This is an optimization exercise on Yosys and OpenROAD, whose aim is small area, not a production implementation. In this exercise RTL edits were held to simulation tests only and were not proved equivalent to the original. Power and IR drop assume default switching activity.

File: design/flow/design.v
`timescale 1ns/1ps
package udp_app_pkg;
    typedef logic [7:0]  byte_t;      
    typedef logic [15:0] pkt_len_t;   
    typedef logic [31:0] pixel_t;     
    typedef logic [15:0] seq_t;       
    typedef struct packed {
        byte_t    data;
        logic     last;   
        pkt_len_t len;    
    } app_beat_t;
    typedef enum logic {IDLE, SEND} tx_state_t;
    typedef enum logic [1:0] {FREE, LOCK_MODE, LOCK_IMG, LOCK_LED} arb_state_t;
    localparam int       DEBOUNCE_CYCLES   = 16;   
    localparam int       DEBOUNCE_CNT_W    = $clog2(DEBOUNCE_CYCLES + 2);
    localparam byte_t    LED_CMD_TAG       = 8'hA5;
    localparam pkt_len_t LED_CMD_LEN       = 16'd4;
    localparam int       LED_PATTERNS      = 4;
    localparam int       LED_IDX_W         = $clog2(LED_PATTERNS);
    localparam pkt_len_t MODE_CMD_LEN      = 16'd2;
    localparam logic [15:0] MODE_CMD_A     = 16'h0001;
    localparam logic [15:0] MODE_CMD_B     = 16'h0003;
    localparam int       IMG_WORDS_PER_PKT = 4;
    localparam pkt_len_t IMG_PKT_LEN       = 16'd18;   
    localparam int       IMG_FIFO_DEPTH    = 16;
    localparam int       IMG_PTR_W         = $clog2(IMG_FIFO_DEPTH);
    localparam int       IMG_CNT_W         = IMG_PTR_W + 1;
endpackage
`timescale 1ns/1ps
module key_debounce (
    input  logic clk_25_out,
    input  logic key1,
    input  logic key,     
    output logic press    
);
    logic                      key_meta;
    logic                      key_sync;
    logic [udp_app_pkg::DEBOUNCE_CNT_W-1:0] low_cnt;
    always_ff @(posedge clk_25_out or negedge key1)
    begin
        if (!key1)
        begin
            key_meta <= 1'b1;
            key_sync <= 1'b1;
        end
        else
        begin
            key_meta <= key;
            key_sync <= key_meta;
        end
    end
    always_ff @(posedge clk_25_out or negedge key1)
    begin
        if (!key1)
        begin
            low_cnt <= '0;
            press   <= 1'b0;
        end
        else
        begin
            press <= !key_sync && (low_cnt == udp_app_pkg::DEBOUNCE_CNT_W'(udp_app_pkg::DEBOUNCE_CYCLES));
            if (key_sync)
                low_cnt <= '0;                                 
            else if (low_cnt != udp_app_pkg::DEBOUNCE_CNT_W'(udp_app_pkg::DEBOUNCE_CYCLES + 1))
                low_cnt <= low_cnt + 1'b1;
        end
    end
endmodule
`timescale 1ns/1ps
module led_cmd_tx (
    input  logic                   clk_25_out,
    input  logic                   key1,
    input  logic                   press,
    output udp_app_pkg::app_beat_t beat,
    output logic                   valid,
    input  logic                   ready
);
    udp_app_pkg::tx_state_t            state;
    udp_app_pkg::pkt_len_t             byte_cnt;
    logic [udp_app_pkg::LED_IDX_W-1:0] led_idx;      
    udp_app_pkg::byte_t                idx_byte;
    assign idx_byte = {{(8 - udp_app_pkg::LED_IDX_W){1'b0}}, led_idx};
    assign valid    = (state == udp_app_pkg::SEND);
    always_comb
    begin
        beat.len  = udp_app_pkg::LED_CMD_LEN;
        beat.last = (byte_cnt == udp_app_pkg::LED_CMD_LEN - 16'd1);
        case (byte_cnt[1:0])
            2'd0:    beat.data = udp_app_pkg::LED_CMD_TAG;
            2'd1:    beat.data = 8'h01;
            2'd2:    beat.data = idx_byte;
            default: beat.data = ~idx_byte;
        endcase
    end
    always_ff @(posedge clk_25_out or negedge key1)
    begin
        if (!key1)
        begin
            state    <= udp_app_pkg::IDLE;
            byte_cnt <= '0;
            led_idx  <= '0;
        end
        else if (state == udp_app_pkg::IDLE)
        begin
            if (press)
            begin
                led_idx  <= (led_idx == udp_app_pkg::LED_IDX_W'(udp_app_pkg::LED_PATTERNS - 1)) ? '0 : led_idx + 1'b1;
                byte_cnt <= '0;
                state    <= udp_app_pkg::SEND;
            end
        end
        else if (valid && ready)
        begin
            if (beat.last)
                state <= udp_app_pkg::IDLE;
            else
                byte_cnt <= byte_cnt + 16'd1;
        end
    end
endmodule
`timescale 1ns/1ps
module mode_cmd_tx (
    input  logic                   clk_25_out,
    input  logic                   key1,
    input  logic                   press,
    output udp_app_pkg::app_beat_t beat,
    output logic                   valid,
    input  logic                   ready
);
    udp_app_pkg::tx_state_t   state;
    udp_app_pkg::pkt_len_t    byte_cnt;
    logic        use_b;       
    logic [15:0] cmd;
    assign cmd   = use_b ? udp_app_pkg::MODE_CMD_B : udp_app_pkg::MODE_CMD_A;
    assign valid = (state == udp_app_pkg::SEND);
    always_comb
    begin
        beat.len  = udp_app_pkg::MODE_CMD_LEN;
        beat.last = (byte_cnt == udp_app_pkg::MODE_CMD_LEN - 16'd1);
        beat.data = (byte_cnt == 16'd0) ? cmd[15:8] : cmd[7:0];
    end
    always_ff @(posedge clk_25_out or negedge key1)
    begin
        if (!key1)
        begin
            state    <= udp_app_pkg::IDLE;
            byte_cnt <= '0;
            use_b    <= 1'b0;
        end
        else if (state == udp_app_pkg::IDLE)
        begin
            if (press)
            begin
                byte_cnt <= '0;
                state    <= udp_app_pkg::SEND;
            end
        end
        else if (valid && ready)
        begin
            if (beat.last)
            begin
                use_b <= !use_b;                 
                state <= udp_app_pkg::IDLE;
            end
            else
                byte_cnt <= byte_cnt + 16'd1;
        end
    end
endmodule
`timescale 1ns/1ps
module img_packet_tx (
    input  logic                   clk_25_out,
    input  logic                   key1,
    input  logic                   press,
    input  udp_app_pkg::pixel_t    word,
    input  logic                   word_valid,
    output logic                   word_ready,
    output udp_app_pkg::app_beat_t beat,
    output logic                   valid,
    input  logic                   ready,
    output logic                   img_mode
);
    udp_app_pkg::pixel_t               fifo_mem [udp_app_pkg::IMG_FIFO_DEPTH];
    logic [udp_app_pkg::IMG_PTR_W-1:0] wr_ptr;
    logic [udp_app_pkg::IMG_PTR_W-1:0] rd_ptr;
    logic [udp_app_pkg::IMG_CNT_W-1:0] fifo_cnt;
    logic                 push;
    logic                 pop;
    logic                 toggle;
    udp_app_pkg::tx_state_t            state;
    udp_app_pkg::pkt_len_t             byte_cnt;
    udp_app_pkg::pkt_len_t             word_off;    
    udp_app_pkg::seq_t                 seq;
    udp_app_pkg::pixel_t               head;
    assign toggle     = press && (state == udp_app_pkg::IDLE);
    assign word_ready = (fifo_cnt != udp_app_pkg::IMG_CNT_W'(udp_app_pkg::IMG_FIFO_DEPTH));
    assign push       = word_valid && word_ready && img_mode;   
    assign word_off   = byte_cnt - 16'd2;
    assign pop        = valid && ready && (byte_cnt >= 16'd2) && (word_off[1:0] == 2'b11);
    assign head       = fifo_mem[rd_ptr];
    assign valid      = (state == udp_app_pkg::SEND);
    always_ff @(posedge clk_25_out)
    begin
        if (push)
            fifo_mem[wr_ptr] <= word;
    end
    always_ff @(posedge clk_25_out or negedge key1)
    begin
        if (!key1)
        begin
            wr_ptr   <= '0;
            rd_ptr   <= '0;
            fifo_cnt <= '0;
        end
        else if (toggle)
        begin
            wr_ptr   <= '0;
            rd_ptr   <= '0;
            fifo_cnt <= '0;
        end
        else
        begin
            if (push)
                wr_ptr <= wr_ptr + 1'b1;
            if (pop)
                rd_ptr <= rd_ptr + 1'b1;
            if (push && !pop)
                fifo_cnt <= fifo_cnt + 1'b1;
            else if (pop && !push)
                fifo_cnt <= fifo_cnt - 1'b1;
        end
    end
    always_comb
    begin
        beat.len  = udp_app_pkg::IMG_PKT_LEN;
        beat.last = (byte_cnt == udp_app_pkg::IMG_PKT_LEN - 16'd1);
        if (byte_cnt == 16'd0)
            beat.data = seq[15:8];
        else if (byte_cnt == 16'd1)
            beat.data = seq[7:0];
        else
            case (word_off[1:0])
                2'd0:    beat.data = head[31:24];
                2'd1:    beat.data = head[23:16];
                2'd2:    beat.data = head[15:8];
                default: beat.data = head[7:0];
            endcase
    end
    always_ff @(posedge clk_25_out or negedge key1)
    begin
        if (!key1)
        begin
            state    <= udp_app_pkg::IDLE;
            byte_cnt <= '0;
            seq      <= '0;
            img_mode <= 1'b0;
        end
        else if (state == udp_app_pkg::IDLE)
        begin
            if (toggle)
            begin
                img_mode <= !img_mode;
                if (!img_mode)
                    seq <= '0;                   
            end
            else if (img_mode && fifo_cnt >= udp_app_pkg::IMG_CNT_W'(udp_app_pkg::IMG_WORDS_PER_PKT))
            begin
                byte_cnt <= '0;
                state    <= udp_app_pkg::SEND;
            end
        end
        else if (valid && ready)
        begin
            if (beat.last)
            begin
                seq   <= seq + 16'd1;
                state <= udp_app_pkg::IDLE;
            end
            else
                byte_cnt <= byte_cnt + 16'd1;
        end
    end
endmodule
`timescale 1ns/1ps
module tx_arbiter (
    input  logic                   clk_25_out,
    input  logic                   key1,
    input  udp_app_pkg::app_beat_t mode_beat,
    input  udp_app_pkg::app_beat_t img_beat,
    input  udp_app_pkg::app_beat_t led_beat,
    input  logic                   mode_valid,
    input  logic                   img_valid,
    input  logic                   led_valid,
    output logic                   mode_ready,
    output logic                   img_ready,
    output logic                   led_ready,
    input  logic                   img_mode,
    output udp_app_pkg::app_beat_t out_beat,
    output logic                   out_valid,
    input  logic                   out_ready
);
    udp_app_pkg::arb_state_t state;
    udp_app_pkg::arb_state_t grant;    
    always_comb
    begin
        grant = state;
        if (state == udp_app_pkg::FREE)
        begin
            if (mode_valid)
                grant = udp_app_pkg::LOCK_MODE;
            else if (img_mode)
                grant = img_valid ? udp_app_pkg::LOCK_IMG : udp_app_pkg::FREE;
            else if (led_valid)
                grant = udp_app_pkg::LOCK_LED;
        end
    end
    always_comb
    begin
        out_beat   = '0;
        out_valid  = 1'b0;
        mode_ready = 1'b0;
        img_ready  = 1'b0;
        led_ready  = 1'b0;
        case (grant)
            udp_app_pkg::LOCK_MODE:
            begin
                out_beat   = mode_beat;
                out_valid  = mode_valid;
                mode_ready = out_ready;
            end
            udp_app_pkg::LOCK_IMG:
            begin
                out_beat  = img_beat;
                out_valid = img_valid;
                img_ready = out_ready;
            end
            udp_app_pkg::LOCK_LED:
            begin
                out_beat  = led_beat;
                out_valid = led_valid;
                led_ready = out_ready;
            end
            default:
            begin
                out_valid = 1'b0;
            end
        endcase
    end
    always_ff @(posedge clk_25_out or negedge key1)
    begin
        if (!key1)
            state <= udp_app_pkg::FREE;
        else if (out_valid && out_ready && out_beat.last)
            state <= udp_app_pkg::FREE;
        else if (out_valid)
            state <= grant;
    end
endmodule
`timescale 1ns/1ps
module udp_app_top (
    input  logic                   clk_25_out,
    input  logic                   key1,             
    input  logic                   key2,             
    input  logic                   key3,             
    input  logic                   key4,             
    input  udp_app_pkg::pixel_t    img_word,
    input  logic                   img_word_valid,
    output logic                   img_word_ready,
    output udp_app_pkg::app_beat_t udp_tx,
    output logic                   udp_tx_valid,
    input  logic                   udp_tx_ready,
    output logic                   img_mode
);
    logic      key2_press;
    logic      key3_press;
    logic      key4_press;
    udp_app_pkg::app_beat_t led_beat;
    udp_app_pkg::app_beat_t mode_beat;
    udp_app_pkg::app_beat_t img_beat;
    logic      led_valid;
    logic      mode_valid;
    logic      img_valid;
    logic      led_ready;
    logic      mode_ready;
    logic      img_ready;
    key_debounce u_key2_db (.clk_25_out(clk_25_out), .key1(key1), .key(key2), .press(key2_press));
    key_debounce u_key3_db (.clk_25_out(clk_25_out), .key1(key1), .key(key3), .press(key3_press));
    key_debounce u_key4_db (.clk_25_out(clk_25_out), .key1(key1), .key(key4), .press(key4_press));
    led_cmd_tx u_led_tx (
        .clk_25_out (clk_25_out), .key1 (key1), .press (key2_press),
        .beat       (led_beat),   .valid(led_valid), .ready (led_ready)
    );
    mode_cmd_tx u_mode_tx (
        .clk_25_out (clk_25_out), .key1 (key1), .press (key4_press),
        .beat       (mode_beat),  .valid(mode_valid), .ready (mode_ready)
    );
    img_packet_tx u_img_tx (
        .clk_25_out (clk_25_out), .key1       (key1),           .press (key3_press),
        .word       (img_word),   .word_valid (img_word_valid), .word_ready (img_word_ready),
        .beat       (img_beat),   .valid      (img_valid),      .ready (img_ready),
        .img_mode   (img_mode)
    );
    tx_arbiter u_arbiter (
        .clk_25_out (clk_25_out), .key1       (key1),
        .mode_beat  (mode_beat),  .img_beat   (img_beat),   .led_beat  (led_beat),
        .mode_valid (mode_valid), .img_valid  (img_valid),  .led_valid (led_valid),
        .mode_ready (mode_ready), .img_ready  (img_ready),  .led_ready (led_ready),
        .img_mode   (img_mode),
        .out_beat   (udp_tx),     .out_valid  (udp_tx_valid), .out_ready (udp_tx_ready)
    );
endmodule
File: design/flow/run.sh
#!/bin/bash
# synth_recipe.tcl (not shown) runs the flow's synth.tcl, then flattens the netlist and writes it again
# the make line also repeats each setting of config.mk as NAME=value (left out here)
make -C /OpenROAD-flow-scripts/flow DESIGN_CONFIG=/design/flow/config.mk WORK_HOME=/design/flow/orfs CLKGATE_MAP_FILE= SYNTH_SCRIPT=/design/flow/synth_recipe.tcl finish
File: design/flow/config.mk
export PLATFORM = sky130hd
export DESIGN_NAME = udp_app_top
export DESIGN_NICKNAME = udp_app_top
export VERILOG_FILES = /design/flow/design.v
export SDC_FILE = /design/flow/constraint.sdc
export NUM_CORES = 4
export LEC_CHECK = 0
export CAP_MARGIN = 20
export CORE_MARGIN = 2
export CORE_UTILIZATION = 40
export SLEW_MARGIN = 20
File: design/flow/constraint.sdc
create_clock -name core_clock -period 5.0 [get_ports {clk_25_out}]
set_input_delay 1.0000 -clock core_clock [delete_from_list [all_inputs] [get_ports {clk_25_out}]]
set_output_delay 1.0000 -clock core_clock [all_outputs]
set_load 0.01 [all_outputs]
==> results.txt <==
[logic make-up after synthesis]
| family | after synthesis |
|---|---|
| AO/OA/AOI/OAI | 172 |
| flip-flops | 622 |
| adder cells (fa/ha/maj) | 37 |
| AND/OR/NAND/NOR | 381 |
| multiplexers | 226 |
| buffers and inverters | 114 |
| XOR/XNOR | 75 |
| other | 1 |
[cell usage in the layout (no fill, tap or decap), drive strengths merged, types with 6 or more instances in the layout]
cell | Yosys | final
a31oi | 10 | 10
a22oi | 36 | 36
nand2 | 66 | 66
buf | 58 | 60
and3 | 11 | 11
mux2i | 153 | 153
nor3 | 14 | 14
nor2b | 16 | 16
dfstp | 6 | 6
nor4 | 14 | 14
xor2 | 42 | 42
or3 | 6 | 6
nand2b | 6 | 6
bufinv | 0 | 9
conb | 1 | 13
clkdlybuf4s50 | 0 | 52
o21ai | 22 | 22
xnor2 | 33 | 33
nand3 | 52 | 52
nor3b | 7 | 7
ha | 36 | 36
dfrtp | 104 | 104
a21oi | 48 | 48
mux4 | 68 | 68
a211oi | 10 | 10
and4 | 7 | 7
clkbuf | 26 | 81
a221oi | 6 | 6
nand4 | 22 | 22
clkinv | 0 | 24
a22o | 8 | 8
edfxtp | 512 | 512
o22ai | 7 | 7
inv | 30 | 34
and2 | 21 | 21
nor2 | 119 | 119
[worst paths after layout]
check	startpoint	end	slack, ns	cells past startpoint
setup / recovery	u_led_tx.state$_DFF_PN0_	udp_tx[21]	0.17	11
hold / removal	u_key4_db.key_meta$_DFF_PN1_	u_key4_db.key_sync$_DFF_PN1_	0.36	0
setup reg to reg	u_led_tx.state$_DFF_PN0_	u_img_tx.fifo_cnt[4]$_DFFE_PN0P_	1.00	18
hold reg to reg	u_key4_db.key_meta$_DFF_PN1_	u_key4_db.key_sync$_DFF_PN1_	0.36	0
max in group asynchronous	key1	u_key3_db.key_meta$_DFF_PN1_	3.61	2
min in group asynchronous	key1	u_led_tx.byte_cnt[12]$_DFFE_PN0P_	0.43	1
[sequential cells by signal (all words and copies together) (netlist names), 2 cells and up]
register	flops
u_img_tx.fifo_mem	512
u_img_tx.byte_cnt	16
u_img_tx.seq	16
u_led_tx.byte_cnt	16
u_mode_tx.byte_cnt	16
u_img_tx.fifo_cnt	5
u_key2_db.low_cnt	5
u_key3_db.low_cnt	5
u_key4_db.low_cnt	5
u_img_tx.rd_ptr	4
u_img_tx.wr_ptr	4
u_arbiter.state	2
u_led_tx.led_idx	2
[worst reg2reg max path, cell delays in order, from the launching register on]
cell and delay, ns:
dfrtp_1 0.49, nor2b_1 0.20, nor2_1 0.10, nor2_1 0.06, or2_2 0.31, inv_1 0.09, ha_2 0.36, and3_1 0.22
buf_4 0.15, o311a_1 0.32, inv_1 0.12, ha_1 0.22, inv_1 0.14, ha_1 0.29, a21o_1 0.17, a21oi_1 0.17
xnor2_1 0.09, or3_1 0.30, a21oi_1 0.13
[metal layers]
| layer | vias up | track usage [%] |
|---|---|---|
| met5 | - | 0 |
| met4 | 2 | 5.857 |
| met3 | 102 | 2.923 |
| met2 | 391 | 30.30 |
| met1 | 7477 | 25.78 |
| li1 | 6511 | - |
[cell type report]
cell class / count / area share [%]
Sequential cell: 622 / 59.87
Multi-Input combinational cell: 904 / 25.04
Clock inverter: 41 / 1.651
Timing Repair Buffer: 112 / 3.629
Inverter: 30 / 0.3716
Clock buffer: 81 / 5.879
Tap cell: 864 / 3.567
[stage by stage]
stage	power [µW]	hold WS, ns	cells
CTS	13320	0.3606	2652
detailed placement	8189	0.3478	2529
global route	13760	0.3664	2654
global placement	8160	0.3467	2529
finish	13250	0.3577	2654
floorplan	7541	0.3452	1640
[timing repair]
action	4_1_cts	5_1_grt
endpoints found under the setup margin	4	3
endpoints found under the hold margin	0	0
buffers inserted	1	2
gates resized for setup	4	4
[report_power, final]
| part | leakage, µW | internal, µW | switching [µW] | total, µW |
|---|---|---|---|---|
| clock network | 0.00110 | 3040 | 2070 | 5110 |
| registers | 0.00604 | 5700 | 141 | 5840 |
| logic | 0.00303 | 1040 | 1260 | 2290 |
| total | 0.0102 | 9780 | 3470 | 13200 |
==> results.txt <==
Yosys warning total 5; dominant cells by area after synthesis edfxtp_1, dfrtp_1, mux2i_1; critical path class flop to output port; Worst path top cell family by delay simple AND/OR/NAND/NOR gates; Post-Syn Area 0.02639 mm²; 1st-iter DRT viols 1240; WL met2 a little over 30 mm; CTS Root Buffer Type clkbuf_16; Max Cap Violations 0; Avg Cell Area, Syn 16.21 µm²; Clk Latency, worst-skew pair approximately 0.60 ns; Metal-1 WL 27.76 mm; Core Region between 0.06 and 0.07 mm²; Leakage 0.01017 µW; Slew @ Worst Pin just over 1 ns; Starting Density 40.28%; GPL Wtd Cong ~0.9; wire length per cell approximately 24 µm; Yosys top cell by area edfxtp_1; CP startpoint kind flop; largest net degree at the start of global routing 80; simple-gate area share of the yosys netlist 7.488%; Post-synth top cells edfxtp_1, mux2i_1, nor2_1, dfrtp_1, nand2_1; vias in the first global route 14480; Finished Cell Area roughly 0.030 mm²; post-synthesis compound-gate area fraction roughly 4.4%; initial antenna violation count 1; met3 wire len 2.846 mm; All-Layer GR Usage a little under a fifth; Cell Area, Placed 0.02795 mm²; IO Count 67; Die Width 260.8 µm; utilization after layout 46.26%; # clock sinks 622; Synth Area in XOR/XNOR 2.490%; Slew Limit Fails 0; Syn Inst Count 1628; power density over the cells around 440 mW/mm²; CP endpoint kind output port; Fill cells 5608; Max Clk Rate 0.2069 GHz; hpwl dp about 38 mm; pre-CTS setup slack 0.3572 ns; Final WS setup between 0.15 and 0.2 ns; status finished clean; count leader, synth edfxtp_1; synth-to-layout area growth 14.86%; ys async rst share 17.68%; EDFF count, synth 512; clock buffer depth 3; final hold vios 0; DRT Pass-1 Iters 5; row cnt 94; IO Port Bufs 53; largest family of logic cells by synthesized area multiplexers; Num CTS Buffers roughly 70; drt total wl approximately 63 mm; share of the yosys chip area belonging to registers between 60% and 70%; Worst EP arrival 3.83 ns; Synth Area in Adders 1.783%; CTS H-tree depth 3; first-pass GRT wire length between 90 and 100 mm; Die Span Y 260.8 µm; CTS tree done; Register Area ~0.018 mm²; crit path max-delay cell type clkdlybuf4s50_1; DR DRC count 0; crit-path cells nor2b_1, a21oi_1, nor3_1, or2_2, ha_1, nand2_2, nand3_2, or3_1, o31ai_4, a31oi_1, clkdlybuf4s50_1; drt via density 5.457; multi-input logic area 0.007587 mm²; Tcrit/Tclk final 96.68%; mux share of post-synthesis cell area 12.19%; clk_skew 0.01532 ns; RSZ-0062 raised after global routing false; Distinct cells, synth 77; HP Class flop to flop; Post-DRT Antenna Nets 0; Vias 14480; Max rail drop VDD 0.2603 mV; Nets 1814; # diodes 0; Max FO, Critical Path 9; CP peak stage delay 0.54 ns; Post-synth top flop edfxtp_1; Period minus WS final 4.834 ns; Setup violations, final 0; CP Buf/Inv Count 1; Worst Path Required about 4.0 ns; TNS Setup 0 ns; Die ar. 0.06803 mm²; Clock transition at path regs 0.06 ns; number of synthesized register bits 622; total grt overflow 0; post-synth top area share 58.27%; CTS Hold Bufs 0; highest routed layer met5; share of layout cells above drive strength 1 14.36%; Slew HR 31.83%

re-timing with driven ports:
Ports are ideal in the flow. The routed layout listed here was re-timed in OpenROAD. Step 1 sets driving cells, clkbuf_16 on the clock port and buf_2 on the other inputs (assumed; they add their load-dependent delay and slew). Step 2 moves the port delays by t, midway between the first and last clock arrival at a register: inputs arrive t later, outputs are due t later. That takes back most of the time a late clock gives input paths. a / b / c = ideal ports / drivers / drivers and shift; a / b = the first two.
t, ns: 0.663
setup WS [ns]: 0.166 / 0.103 / 0.767
worst hold slack (ns): 0.358 / 0.358 / 0.358
worst setup path at the end: register to output
After both steps this run still meets setup and hold. For this run, drivers alone change the setup slack by -0.063 ns; drivers and shift together by +0.601 ns.
